Background: an optimization exercise with open tools, aiming at small area, a short achievable clock period and few clock cycles per item. Do not read the settings as production practice.
Where RTL was checked, it was by simulation tests only, not by an equivalence proof against the original.
No functional check of the RTL was part of run 2.
Power is estimated from default activity; no workload was simulated.

$ cat config.mk
export PLATFORM = sky130hd
export DESIGN_NAME = speaker_tone_frequency_meter_top
export DESIGN_NICKNAME = speaker_tone_frequency_meter_top
export VERILOG_FILES = /design/flow/design.v
export SDC_FILE = /design/flow/constraint.sdc
export NUM_CORES = 4
export LEC_CHECK = 0
export CAP_MARGIN = 20
export CORE_MARGIN = 2
export CORE_UTILIZATION = 40
export CTS_BUF_LIST = sky130_fd_sc_hd__clkbuf_4 sky130_fd_sc_hd__clkbuf_8
export CTS_CLUSTER_DIAMETER = 60
export CTS_CLUSTER_SIZE = 30
export SETUP_SLACK_MARGIN = 4.5
export SLEW_MARGIN = 20
$ cat constraint.sdc
create_clock -name core_clock -period 8.0 [get_ports {clk}]
set_input_delay 1.6000 -clock core_clock [delete_from_list [all_inputs] [get_ports {clk}]]
set_output_delay 1.6000 -clock core_clock [all_outputs]
set_load 0.01 [all_outputs]
$ cat design.v
`timescale 1ns / 1ps
package stfm_pkg;
  localparam int FREQ_W   = 26;
  localparam int TIME_W   = 32;
  localparam int MODE_LSB = 3;
  localparam logic [FREQ_W-1:0] FREQ_MAX = {FREQ_W{1'b1}};
  typedef enum logic [1:0] {
    CMD_WRITE = 2'd0,
    CMD_SYNC  = 2'd1,
    CMD_RESET = 2'd2,
    CMD_NOP   = 2'd3
  } cmd_code_t;
  typedef struct packed {
    logic [1:0]        command;
    logic [7:0]        latch_data;
    logic [TIME_W-1:0] cycle_time;
  } cmd_t;
  typedef struct packed {
    logic [FREQ_W-1:0] tone_frequency;
    logic [7:0]        latch_value;
    logic [1:0]        video_mode;
  } res_t;
  typedef struct packed {
    logic done;
    logic saturated;
  } div_status_t;
endpackage
`timescale 1ns / 1ps
`timescale 1ns / 1ps
module speaker_tone_frequency_meter_top #(
  parameter int CYCLES_PER_SECOND = 3546900
) (
  input  logic            clk,
  input  logic            rst,
  input  logic            cmd_valid,
  output logic            cmd_stall,
  input  logic [1:0]      cmd_command,
  input  logic [7:0]      cmd_latch_data,
  input  logic [31:0]     cmd_cycle_time,
  output logic            res_valid,
  input  logic            res_stall,
  output logic [25:0]     res_tone_frequency,
  output logic [7:0]      res_latch_value,
  output logic [1:0]      res_video_mode
);
  localparam int FW = stfm_pkg::FREQ_W;
  localparam int TW = stfm_pkg::TIME_W;
  localparam int PW = 59;
  localparam int LW = FW + 1;
  localparam int NW = 53;
  localparam int SK = 8;
  localparam logic [NW-1:0] HALF_RATE = NW'(CYCLES_PER_SECOND / 2);
  localparam int KB = $clog2(CYCLES_PER_SECOND / 2 + 1);
  localparam logic [NW-1:0] P_LAST    = NW'((64'(CYCLES_PER_SECOND / 2) << TW) -
                                            64'(CYCLES_PER_SECOND / 2));
  logic [7:0]     latch_byte;
  logic [TW-1:0]  last_toggle_time;
  logic [PW-1:0]  prod;
  logic [TW-1:0]  gap_acc;
  logic [FW-1:0]  frequency_reg;
  logic           rv;
  logic           busy;
  logic           fix;
  logic           hold;
  logic           gcalc;
  logic           chk;
  logic           sat;
  logic [4:0]     cnt;
  logic           accept;
  logic           acc_w;
  logic           acc_s;
  logic           acc_r;
  logic           tog;
  logic           toggle;
  logic           t_nz;
  logic           t_nz_d;
  logic           back;
  logic [TW:0]    shifted;
  logic [TW:0]    add_b;
  logic           add_c;
  logic [TW+2:0]  add_w;
  logic [TW+1:0]  add_s;
  logic           ge;
  logic [TW-1:0]  rem_next;
  logic [TW+SK:0] g_or;
  logic           skip;
  logic           eligible;
  assign cmd_stall          = hold | (rv & res_stall);
  assign accept             = cmd_valid & ~cmd_stall;
  assign toggle             = cmd_latch_data[0] ^ latch_byte[0];
  assign t_nz               = t_nz_d;
  assign back               = cmd_cycle_time < last_toggle_time;
  assign res_valid          = rv;
  assign res_tone_frequency = frequency_reg;
  assign res_latch_value    = latch_byte;
  assign res_video_mode     = latch_byte[stfm_pkg::MODE_LSB +: 2];
  assign shifted  = prod[PW-1:LW-1];
  always_comb begin
    if (gcalc) begin
      add_b = {1'b0, last_toggle_time};
      add_c = 1'b1;
    end else if (busy) begin
      add_b = ~shifted;
      add_c = 1'b0;
    end else if (fix) begin
      add_b = ~{last_toggle_time, 1'b0};
      add_c = 1'b1;
    end else begin
      add_b = {last_toggle_time, 1'b0};
      add_c = 1'b0;
    end
  end
  assign add_w    = {2'b0, gap_acc, 1'b1} + {1'b0, add_b, add_c};
  assign add_s    = add_w[TW+2:1];
  assign ge       = ~add_s[TW+1];
  assign rem_next = ge ? ~add_s[TW-1:0] : shifted[TW-1:0];
  always_comb begin
    g_or = '0;
    for (int i = TW - 1; i >= 0; i--) g_or[i] = g_or[i+1] | gap_acc[i];
  end
  assign skip     = (cnt > 5'(SK)) && g_or[SK] && ((prod[PW-1:LW] & ~g_or[TW+SK:SK+1]) == '0);
  assign eligible = t_nz && (prod[PW-1:KB] != '0);
  assign acc_w = accept && (cmd_command == 2'd0);
  assign acc_s = accept && (cmd_command == 2'd1);
  assign acc_r = accept && (cmd_command == 2'd2);
  assign tog   = acc_w && toggle;
  always_ff @(posedge clk) begin
    if (rst) begin
      latch_byte       <= '0;
      t_nz_d           <= 1'b0;
      frequency_reg    <= '0;
      rv               <= 1'b0;
      busy             <= 1'b0;
      fix              <= 1'b0;
      hold             <= 1'b0;
      gcalc            <= 1'b0;
      chk              <= 1'b0;
      sat              <= 1'b0;
    end else begin
      if (rv && !res_stall) rv <= 1'b0;
      if (fix) begin
        fix  <= 1'b0;
        hold <= 1'b0;
      end
      if (accept) begin
        rv <= 1'b1;
      end
      if (acc_w) begin
        latch_byte <= cmd_latch_data;
      end
      if (tog) begin
        t_nz_d           <= (cmd_cycle_time != '0);
        if (t_nz && back) begin
          fix  <= 1'b1;
          hold <= 1'b1;
        end
      end
      if (acc_s) begin
        if (eligible) begin
          busy  <= 1'b1;
          hold  <= 1'b1;
          gcalc <= 1'b1;
          rv    <= 1'b0;
        end else begin
          t_nz_d           <= 1'b0;
          frequency_reg    <= '0;
        end
      end
      if (gcalc) begin
        t_nz_d           <= 1'b0;
        gcalc            <= 1'b0;
        chk              <= 1'b1;
      end
      if (acc_r) begin
        latch_byte       <= '0;
        t_nz_d           <= 1'b0;
        frequency_reg    <= '0;
      end
      sat <= 1'b0;
      if (busy && !gcalc) begin
        chk <= 1'b0;
        sat <= chk && ge;
        if (chk && gap_acc == '0) begin
          frequency_reg <= '0;
          busy          <= 1'b0;
          hold          <= 1'b0;
          rv            <= 1'b1;
        end else if (sat) begin
          frequency_reg <= stfm_pkg::FREQ_MAX;
          busy          <= 1'b0;
          hold          <= 1'b0;
          rv            <= 1'b1;
        end else if (cnt == 5'd1) begin
          frequency_reg <= {prod[FW-2:0], ge};
          busy          <= 1'b0;
          hold          <= 1'b0;
          rv            <= 1'b1;
        end
      end
    end
  end
  always_ff @(posedge clk) begin
    if (tog) begin
      last_toggle_time <= cmd_cycle_time;
    end
    if (tog && !t_nz) begin
      prod    <= '0;
      gap_acc <= ~cmd_cycle_time;
    end else begin
      if (tog) begin
        prod[NW-1:0] <= (prod[NW-1:0] == P_LAST) ? '0 : prod[NW-1:0] + HALF_RATE;
      end else if (busy && !gcalc) begin
        if (skip) begin
          prod <= {prod[PW-SK-1:0], SK'(0)};
        end else begin
          prod <= {rem_next, prod[LW-2:0], ge};
        end
      end
      if ((tog && back) || fix || gcalc) begin
        gap_acc <= add_s[TW-1:0];
      end
    end
    if (!busy || gcalc) begin
      cnt <= 5'(LW);
    end else if (skip) begin
      cnt <= cnt - 5'(SK);
    end else begin
      cnt <= cnt - 5'd1;
    end
  end
endmodule
$ cat run.sh
#!/bin/bash
# synth_recipe.tcl (not shown) runs the flow's synth.tcl, then flattens the netlist and writes it again
# the make line also repeats each setting of config.mk as NAME=value (left out here)
make -C /OpenROAD-flow-scripts/flow DESIGN_CONFIG=/design/flow/config.mk WORK_HOME=/design/flow/orfs CLKGATE_MAP_FILE= SYNTH_SCRIPT=/design/flow/synth_recipe.tcl finish
==> results of run 1 <==
-- power by group through the flow --
stage          registers, mW  clock network (mW)  logic (mW)
6_report                1.04               0.706       0.555
5_1_grt                 1.05               0.746       0.597
4_1_cts                 1.04               0.713       0.508
3_5_place_dp            1.06                   0       0.476
3_3_place_gp            1.06                   0       0.470
2_1_floorplan          0.993                   0       0.372
-- cell usage after synthesis (19+ instances only) --
| master | n | share of area (%) |
|---|---|---|
| nand2_1 | 199 | 6.0 |
| o21ai_0 | 194 | 7.9 |
| dfxtp_1 | 106 | 17 |
| a21oi_1 | 101 | 4.1 |
| nor2_1 | 99 | 3.0 |
| clkbuf_1 | 80 | 2.4 |
| ha_1 | 68 | 6.9 |
| edfxtp_1 | 64 | 16 |
| inv_1 | 61 | 1.9 |
| xor2_1 | 45 | 3.2 |
| mux2i_1 | 33 | 2.7 |
| a21o_1 | 32 | 1.9 |
| nor3_1 | 32 | 1.3 |
| o22ai_1 | 30 | 1.5 |
| nand3_1 | 29 | 1.2 |
| nor4_1 | 29 | 1.5 |
| xnor2_1 | 27 | 1.9 |
| buf_2 | 23 | 0.93 |
| nand4_1 | 23 | 1.2 |
| a31oi_1 | 19 | 0.96 |
-- metal layers --
metal	vias up	global-route usage [%]	share of wire, %
met1	6007	34.97	43
met5	-	0	0
met4	0	8.065	2.7
met3	99	4.234	8.5
met2	629	40.35	46
li1	5919	-	-
-- cells by family (layout without fill, tap and decap cells) --
| group | Yosys count | after routing |
|---|---|---|
| AO/OA/AOI/OAI | 522 | 527 |
| AND/OR/NAND/NOR | 494 | 497 |
| buffers and inverters | 184 | 274 |
| flip-flops | 170 | 170 |
| XOR/XNOR | 72 | 72 |
| adder cells (fa/ha/maj) | 69 | 69 |
| multiplexers | 44 | 44 |
-- how the worst max path moves through the flow --
stage | from | end | slack, ns | cells past startpoint
after floorplan | cmd_cycle_time[17] | gap_acc[0] | 4.44 | 10
after global placement | res_stall | prod[33] | 2.87 | 12
after detailed placement | res_stall | gap_acc[1] | 2.77 | 9
after CTS | res_stall | cmd_stall | 4.39 | 4
after global routing | fix | prod[43] | 4.36 | 15
final | res_stall | cmd_stall | 4.40 | 4
-- cell usage in the layout (no fill, tap or decap), types with 11 or more instances in the layout --
master           Yosys  final
nor4_1              29     29
ha_1                68     58
nor2_1              99     91
a31oi_1             19     15
nand2_1            199    196
o21ai_0            194    162
edfxtp_1            64     64
a221oi_1            18     16
a21oi_1            101     88
xor2_1              45     42
buf_4                6     74
xnor2_1             27     24
o211ai_1            11     11
clkdlybuf4s50_1      0     59
nand3_1             29     27
o21ai_1              8     29
nand2b_1            11     11
mux2i_1             33     31
dfxtp_1            106    103
a21o_1              32     32
nand4_1             23     23
inv_1               61     61
clkbuf_8             0     17
nor3_1              32     26
o22ai_1             30     30
-- area by class of cell --
cell class	count	area share, %
multi-input cells	1209	54.92
clock buffers	17	1.521
repair buffers	177	10.94
well taps	396	3.222
repair inverters	1	0.05695
flip-flops and latches	170	26.37
inverters	64	1.668
clock inverters	15	1.302
-- stage by stage --
stage / setup WS, ns / util [%]
floorplan: 4.443 / -
global placement: 2.867 / 43.94
detailed placement: 2.769 / 43.94
CTS: 4.393 / 48.02
global route: 4.365 / 50.41
finish: 4.398 / 50.41
-- timing repair --
action                     4_1_cts  5_1_grt
hold endpoints to repair         0        0
setup buffers                   41       30
setup endpoints to repair      161      112
resized for setup              113      128
gates cloned                     8        6
pin swaps                       39       63
-- worst max-delay path, delay by kind of cell --
family	cells	cell delay [ns]
buffers and inverters	3	0.28
AO/OA/AOI/OAI	1	0.12
==> notes.md, run 1 <==
pwr dens=roughly 150 nW/µm²; Primary FF master, synth=dfxtp_1; crit-path max FO=2; IO Port Bufs=slightly above 80; area of the multi-input gates=about 8400 µm²; Top Registers=prod (59), gap_acc (32), last_toggle_time (32); DRT Pass-1 Iters=8; Avg Inst Size Synth=7.942 µm²; Die Span Y=179.7 µm; Starting Density=between 40% and 50%; Clock Tree Buf Depth=2; CP Class=in -> out; die footprint=32300 µm²; fmax=roughly 280 MHz; combinational family with the most area after synthesis=compound AO/OA/AOI/OAI gates; Yosys cell types=82; status=timing/DRC/antenna clean; area growth from synthesis to layout=24.53%; Biggest register=prod; data arrival time of the critical path=roughly 2.0 ns; Post-Synth XOR/XNOR Area=between 5 and 6%; hold violation count in the final report=0; Leak=slightly below 6 nW; Iter 0 DRT Violations=1371; number of synthesized flops with an enable pin=64; post-route insts no fill=a little over 2000; Nets=~1800; Max-slew headroom=between 20% and 30%; gr usage total=~25%; DR DRC count=0; worst r2r dst=prod[43]; worst-path cell chain=buf_8 -> a21oi_4 -> inv_1 -> buf_2; Ys Warns=1; setup TNS=0 ns; Max VDD drop=roughly 110 µV; Hold Slack=roughly 0.48 ns; Power Internal=1.492 mW; minimum clock period=between 3 and 4 ns; Clock Power Share=a little under a third; max-cap viol count=0; mux cell area share after synthesis=3.678%; crit end category=primary output; Netlist Area Pre-Place=approximately 12000 µm²; share of cells above drive strength 1=between 10% and 20%; Die Width=179.7 µm; Synth Area in Simple Gates=18.93%; drt total wl=~44 mm; CTS clk-pin slew, worst paths=~0.10 ns; global-route wire length before repair=about 65 mm; Pins Over Slew Limit=0; sw power=811.2 µW; diodes inserted=0; Avg WL per Cell=roughly 21 µm; Worst Hold Endpoint=frequency_reg[12]; RePlAce Congestion=0.9021; clock skew=0.02034 ns; Gate Count Post-Synth=roughly 1600; DPL Wire Length=27.82 mm; worst r2r src=fix; FF-to-FF setup slack=4.47 ns; Tightest Pin Transition=1.091 ns; Register Area=around 4000 µm²; max FFs per register=59; I/O pin total=84; CTS Root Cell=clkbuf_8; # fillers=2860; final number of setup-violating endpoints=0; Synth Area in Adders=slightly above 7%; Critical Path Slowest Stage Cell=buf_2; CTS tree=done; Post-Place Cells=just under 2000; hold path startpoint=frequency_reg[12]; CTS Hold Buffers Added=0; post-route cell area=15380 µm²; Worst EP required=approximately 6.4 ns; syn_nets=roughly 1700; core area=slightly above 30000 µm²; register area share after synthesis=32.75%; H-tree depth=4; Clk Latency, worst-skew pair=about 0.5 ns; RSZ-0062 raised after global routing=true; Remaining Overflow, GRT=0; Max stage delay on crit path=about 0.13 ns; initial antenna violation count=0; maximum number of pins on one net before global-route repair=between 70 and 80; Hold Path Cell Cnt=2; switch share=35.21%; post-route ant nets=0; Synth Area in Compound Gates=26.47%; final worst path period share=45.03%; num rows=between 60 and 70; Tot Pwr=around 2.3 mW; Critical Path Source Type=input port; HP Class=reg -> reg; Worst Reg2Reg Path Length in Cells=15; TritonCTS sink count=between 150 and 200; Post-DP Area=roughly 13000 µm²; asr flop ratio synth=0%; Flop pwr share=between 40% and 50%; DR vias=approximately 13000; Comb pwr share=24.1%; via-per-instance ratio=between 6 and 7; total CTS buffers=17; Synth Register Bits=170; vias in the first global route=between 10000 and 15000
Testbench counts, summed over its fixed seeds: cycles 14,295, items 8,330.
==> inputs of run 2 (changes only) <==
--- a/design.v
+++ b/design.v
@@ -46,5 +46,5 @@
   localparam int FW = stfm_pkg::FREQ_W;
   localparam int TW = stfm_pkg::TIME_W;
-  localparam int PW = 59;
+  localparam int PW = 60;
   localparam int LW = FW + 1;
   localparam int NW = 53;
@@ -74,13 +74,13 @@
   logic           toggle;
   logic           t_nz;
-  logic           t_nz_d;
   logic           back;
-  logic [TW:0]    shifted;
-  logic [TW:0]    add_b;
+  logic           neg;
+  logic [TW+1:0]  shifted;
+  logic [TW+1:0]  add_b;
   logic           add_c;
   logic [TW+2:0]  add_w;
   logic [TW+1:0]  add_s;
   logic           ge;
-  logic [TW-1:0]  rem_next;
+  logic [TW:0]    rem_next;
   logic [TW+SK:0] g_or;
   logic           skip;
@@ -89,5 +89,5 @@
   assign accept             = cmd_valid & ~cmd_stall;
   assign toggle             = cmd_latch_data[0] ^ latch_byte[0];
-  assign t_nz               = t_nz_d;
+  assign t_nz               = (last_toggle_time != '0);
   assign back               = cmd_cycle_time < last_toggle_time;
   assign res_valid          = rv;
@@ -95,29 +95,31 @@
   assign res_latch_value    = latch_byte;
   assign res_video_mode     = latch_byte[stfm_pkg::MODE_LSB +: 2];
+  assign neg      = prod[PW-1];
   assign shifted  = prod[PW-1:LW-1];
   always_comb begin
     if (gcalc) begin
-      add_b = {1'b0, last_toggle_time};
+      add_b = {2'b0, last_toggle_time};
       add_c = 1'b1;
     end else if (busy) begin
-      add_b = ~shifted;
+      add_b = shifted ^ {(TW+2){!neg}};
       add_c = 1'b0;
     end else if (fix) begin
-      add_b = ~{last_toggle_time, 1'b0};
+      add_b = ~{1'b0, last_toggle_time, 1'b0};
       add_c = 1'b1;
     end else begin
-      add_b = {last_toggle_time, 1'b0};
+      add_b = {1'b0, last_toggle_time, 1'b0};
       add_c = 1'b0;
     end
   end
-  assign add_w    = {2'b0, gap_acc, 1'b1} + {1'b0, add_b, add_c};
+  assign add_w    = {2'b0, gap_acc, 1'b1} + {add_b, add_c};
   assign add_s    = add_w[TW+2:1];
-  assign ge       = ~add_s[TW+1];
-  assign rem_next = ge ? ~add_s[TW-1:0] : shifted[TW-1:0];
+  assign rem_next = add_s[TW:0] ^ {(TW+1){!neg}};
+  assign ge       = !rem_next[TW];
   always_comb begin
     g_or = '0;
     for (int i = TW - 1; i >= 0; i--) g_or[i] = g_or[i+1] | gap_acc[i];
   end
-  assign skip     = (cnt > 5'(SK)) && g_or[SK] && ((prod[PW-1:LW] & ~g_or[TW+SK:SK+1]) == '0);
+  assign skip     = (cnt > 5'(SK)) && g_or[SK] && !neg &&
+                    ((prod[PW-2:LW] & ~g_or[TW+SK:SK+1]) == '0);
   assign eligible = t_nz && (prod[PW-1:KB] != '0);
   assign acc_w = accept && (cmd_command == 2'd0);
@@ -128,5 +130,5 @@
     if (rst) begin
       latch_byte       <= '0;
-      t_nz_d           <= 1'b0;
+      last_toggle_time <= '0;
       frequency_reg    <= '0;
       rv               <= 1'b0;
@@ -150,5 +152,5 @@
       end
       if (tog) begin
-        t_nz_d           <= (cmd_cycle_time != '0);
+        last_toggle_time <= cmd_cycle_time;
         if (t_nz && back) begin
           fix  <= 1'b1;
@@ -163,10 +165,10 @@
           rv    <= 1'b0;
         end else begin
-          t_nz_d           <= 1'b0;
+          last_toggle_time <= '0;
           frequency_reg    <= '0;
         end
       end
       if (gcalc) begin
-        t_nz_d           <= 1'b0;
+        last_toggle_time <= '0;
         gcalc            <= 1'b0;
         chk              <= 1'b1;
@@ -174,5 +176,5 @@
       if (acc_r) begin
         latch_byte       <= '0;
-        t_nz_d           <= 1'b0;
+        last_toggle_time <= '0;
         frequency_reg    <= '0;
       end
@@ -201,7 +203,4 @@
   end
   always_ff @(posedge clk) begin
-    if (tog) begin
-      last_toggle_time <= cmd_cycle_time;
-    end
     if (tog && !t_nz) begin
       prod    <= '0;
--- a/config.mk
+++ b/config.mk
@@ -9,7 +9,4 @@
 export CORE_MARGIN = 2
 export CORE_UTILIZATION = 40
-export CTS_BUF_LIST = sky130_fd_sc_hd__clkbuf_4 sky130_fd_sc_hd__clkbuf_8
-export CTS_CLUSTER_DIAMETER = 60
-export CTS_CLUSTER_SIZE = 30
 export SETUP_SLACK_MARGIN = 4.5
 export SLEW_MARGIN = 20
==> run 2 against run 1 <==
  * Largest power group is now combinational logic
  * Critical endpoint is now gap_acc[24]
  * Clock-buffer cell count up 1
  * Still clean on timing, DRC and antenna
  * Clock skew rose by 0.0017 ns
  * Via count is 13% higher
==> notes.md, run 2 <==
Starting Density=40.69% (+0.22 points); most frequent cells in the layout=nand2_1 (213), nor2_1 (202), a21oi_1 (173); Worst Reg2Reg Path Length in Cells=19 (+4); Iter 0 DRT Violations=1900 (+39%); # fillers=3132 (+9.5%); hold path startpoint=prod[58]; I/O pin total=84 (unchanged); share of cells above drive strength 1=18.94% (+2.2 points); Yosys cell types=76 (-7.3%); fmax=264.6 MHz (-4.7%); H-tree depth=4 (unchanged); max FFs per register=60 (+1.7%); sw power=1.724 mW (+110%); Top Registers=prod (60), gap_acc (32), last_toggle_time (32); Critical Path Source Type=input port; minimum clock period=3.779 ns (+0.1772 ns); CTS clk-pin slew, worst paths=0.08 ns (-0.02 ns); asr flop ratio synth=0% (unchanged); Clock Tree Buf Depth=2 (unchanged); DR DRC count=0 (unchanged); crit end category=flop; area share of the largest cell type after synthesis=20.87% (+3.7 points); Netlist Area Pre-Place=13240 µm² (+7.2%); Tot Pwr=3.971 mW (+72%); worst-path cell chain=clkdlybuf4s15_2 -> ha_4 -> a21o_1 -> a21o_1 -> a21o_1 -> a21o_1 -> a2111oi_4 -> o21ai_2 -> a21oi_2 -> buf_4 -> or4_4 -> buf_16; Crit path max-delay family=compound AO/OA/AOI/OAI gates; setup TNS=0 ns (unchanged); total CTS buffers=17 (unchanged); DRT Pass-1 Iters=7 (-1); Clk Latency, worst-skew pair=0.47 ns (-0.03 ns); syn_nets=1920 (+15%); Power Internal=2.246 mW (+51%); Die Width=185.9 µm (+3.5%); global-route wire length before repair=77.29 mm (+18%); Gate Count Post-Synth=1805 (+16%); CTS tree=done; gr usage total=29.28% (+4.0 points); num rows=66 (+3.1%); Pins Over Slew Limit=0 (unchanged); leading cell type in the layout, fill and taps excluded=nand2_1; clock skew=0.02207 ns (+0.001726 ns); maximum number of pins on one net before global-route repair=41 (-45%); IO Port Bufs=83 (unchanged); CTS Root Cell=clkbuf_16; die footprint=34570 µm² (+7.0%); Avg WL per Cell=21.95 µm (+3.2%); Comb pwr share=42.1% (+18 points); Max stage delay on crit path=0.46 ns (+0.33 ns); Tightest Pin Transition=1.060 ns (-0.03051 ns); DPL Wire Length=30.64 mm (+10%); top post-synthesis cells by area=dfxtp_1 (21%), edfxtp_1 (7.3%), a21oi_1 (7.0%); HP Class=reg -> reg; worst path buffer plus inverter count=3 (unchanged); post-route ant nets=0 (unchanged); Clock Power Share=21.0% (-9.6 points); Max-slew headroom=29.23% (+2.7 points); Die Span Y=185.9 µm (+3.5%); Primary FF master, synth=dfxtp_1; status=timing/DRC/antenna clean; crit-path max FO=6 (+4); core area=32540 µm² (+6.6%); top-count cell post-synth=nand2_1; most frequent cell on the critical path=a21o_1; worst r2r src=prod[59]; final number of setup-violating endpoints=0 (unchanged); Synth Register Bits=170 (unchanged); TritonCTS sink count=170 (unchanged); hold violation count in the final report=0 (unchanged); number of synthesized flops with an enable pin=32 (-50%); via-per-instance ratio=6.091 (-1.4%); Biggest register=prod; final worst path period share=47.24% (+2.2 points); Avg Inst Size Synth=7.335 µm² (-7.6%); fin util=52.24% (+1.8 points); drt total wl=51.34 mm (+18%); Nets=1998 (+14%); CP Class=in -> reg; top post-synthesis cells by count=nand2_1 (225), nor2_1 (209), a21oi_1 (186), o21ai_0 (143), dfxtp_1 (138); switch share=43.43% (+8.2 points); data arrival time of the critical path=3.96 ns (+1.96 ns); RePlAce Congestion=0.9271 (+2.8%); DR vias=14247 (+13%); area growth from synthesis to layout=28.37%; pwr dens=233.6 nW/µm² (+56%); max-cap viol count=0 (unchanged); FF-to-FF setup slack=4.34 ns (-0.13 ns); Worst Hold Endpoint=prod[58]; Worst EP required=8.18 ns (+1.78 ns); Ys Warns=1 (unchanged); Remaining Overflow, GRT=0 (unchanged); Flop pwr share=36.8% (-8.4 points); worst r2r dst=gap_acc[18]; Max VDD drop=166.4 µV (+57%); RSZ-0062 raised after global routing=true; Yosys top cell by area=dfxtp_1; register area share after synthesis=28.12% (-4.6 points); Critical Path Slowest Stage Cell=a2111oi_4; vias in the first global route=13191 (+15%); Hold Path Cell Cnt=2 (unchanged); Leak=6.754 nW (+14%); initial antenna violation count=2 (+2)
## run 2: cell types whose count changed in the layout (fill, tap and decap cells not counted), moves of 15 or more
cell / change
edfxtp_1: -32
nand2_1: +17
a31oi_1: +23
dfxtp_1: +21
mux2_2: +17
mux2i_1: -15
clkbuf_16: +16
xor2_1: +30
o22ai_1: -22
nor2_1: +111
clkbuf_8: -16
o21ai_0: -47
nand3_1: +16
a21oi_1: +85
## run 2: stage by stage
step | setup WS [ns] | area, µm² | cells | hold WS, ns
2_1_floorplan | 4.185 | 13370 | 1805 | 0.4470
5_1_grt | 4.183 | 16990 | 2337 | 0.5170
6_report | 4.221 | 17000 | 2339 | 0.4914
4_1_cts | 4.289 | 16110 | 2296 | 0.4894
3_5_place_dp | 2.815 | 14220 | 2193 | 0.4786
3_3_place_gp | 2.875 | 14200 | 2192 | 0.4721
## run 2: how the worst max path moves through the flow
stage / startpoint / endpoint / slack (ns) / cells past startpoint
6_report: cmd_cycle_time[1] / gap_acc[24] / 4.22 / 12
5_1_grt: cmd_cycle_time[18] / gap_acc[24] / 4.18 / 13
4_1_cts: cmd_cycle_time[18] / gap_acc[24] / 4.29 / 13
3_5_place_dp: cmd_cycle_time[1] / gap_acc[0] / 2.81 / 10
3_3_place_gp: cmd_cycle_time[1] / gap_acc[0] / 2.87 / 10
2_1_floorplan: cmd_cycle_time[18] / gap_acc[0] / 4.18 / 10
## run 2: final cells by class
class / count / area, µm² / share of cell area, %
multi-input combinational: 1438 / 9741 / 57.31
sequential: 170 / 3751 / 22.07
clock buffer: 18 / 439.2 / 2.584
tap: 442 / 553.0 / 3.254
inverter: 52 / 197.7 / 1.163
antenna: 2 / 5.005 / 0.02945
clock inverter: 13 / 123.9 / 0.7288
timing repair buffer: 204 / 2186 / 12.86
## run 2: per-layer routing
layer	wire length [µm]	GRT usage, %	up-vias	part of all wire, %
li1	-	-	6580	-
met1	21620	38.60	6792	42
met2	22900	45.43	714	45
met3	4082	5.204	161	8.0
met4	2740	15.78	0	5.3
met5	0	0	-	0
## run 2: logic make-up (layout without fill, tap and decap cells)
family                     Yosys count  count (layout)  share of synthesized area (%)
AOI/OAI and AO/OA                  522             523                          23.90
xor gates and xnor gates           132             132                          8.732
adders and majority gates           69              69                          6.577
buffers and inverters              205             287                          6.237
DFF                                170             170                          28.12
muxes                               37              37                          2.996
other                                0               2                              0
and+or+nand+nor                    670             677                          23.44
## run 2: what timing repair did
action                                  CTS  global route
endpoints found under the setup margin  154           156
hold buffers                              0             0
cloned                                   19             1
resized for setup                       180           127
pin swaps                                68            75
setup buffers                            53            40
## run 2: power groups by stage
stage	sequential [mW]	clock, mW	combinational (mW)
after floorplan	1.13	0	1.21
after global placement	1.46	0	1.27
after detailed placement	1.46	0	1.28
after CTS	1.43	0.839	1.47
after global routing	1.48	0.880	1.81
final	1.46	0.835	1.67
## run 2: worst register-to-register path: stages, from the launching register on
cell,delay (ns)
dfxtp_4,0.45
buf_16,0.18
xor2_2,0.19
nor2_1,0.07
a21oi_1,0.12
o21ai_1,0.09
ha_1,0.36
buf_6,0.13
nand2_4,0.05
or3_4,0.38
nand2b_4,0.16
o221ai_4,0.31
buf_4,0.18
buf_6,0.09
nor2_4,0.04
o21ai_2,0.21
xor2_2,0.23
buf_4,0.17
nand2_2,0.05
o21ai_1,0.07

==> static timing again, ports no longer ideal <==
The results above use ideal ports. As a check the final layouts listed here were re-extracted and re-timed, cells and wires unchanged.
Step 1, drivers: a clkbuf_16 drives clk and a buf_2 each remaining input, both assumed.
Step 2 moves the port delays by t, midway between the first and last clock arrival at a register: inputs arrive t later, outputs are due t later. That takes back most of the time a late clock gives input paths.
Three values: ideal, step 1, step 2; two values: the first two.
| run | shift t [ns] | slack for setup (ns) | latest minus earliest clock arrival (ns) |
|---|---|---|---|
| run 1 | 0.540 | 4.398 / 4.358 / 4.004 | 0.020 / 0.021 |
| run 2 | 0.511 | 4.221 / 4.244 / 3.733 | 0.022 / 0.022 |
After both steps setup and hold are still met in every run listed. For run 2, which loses most, drivers alone change the setup slack by +0.023 ns; drivers and shift together by -0.488 ns.
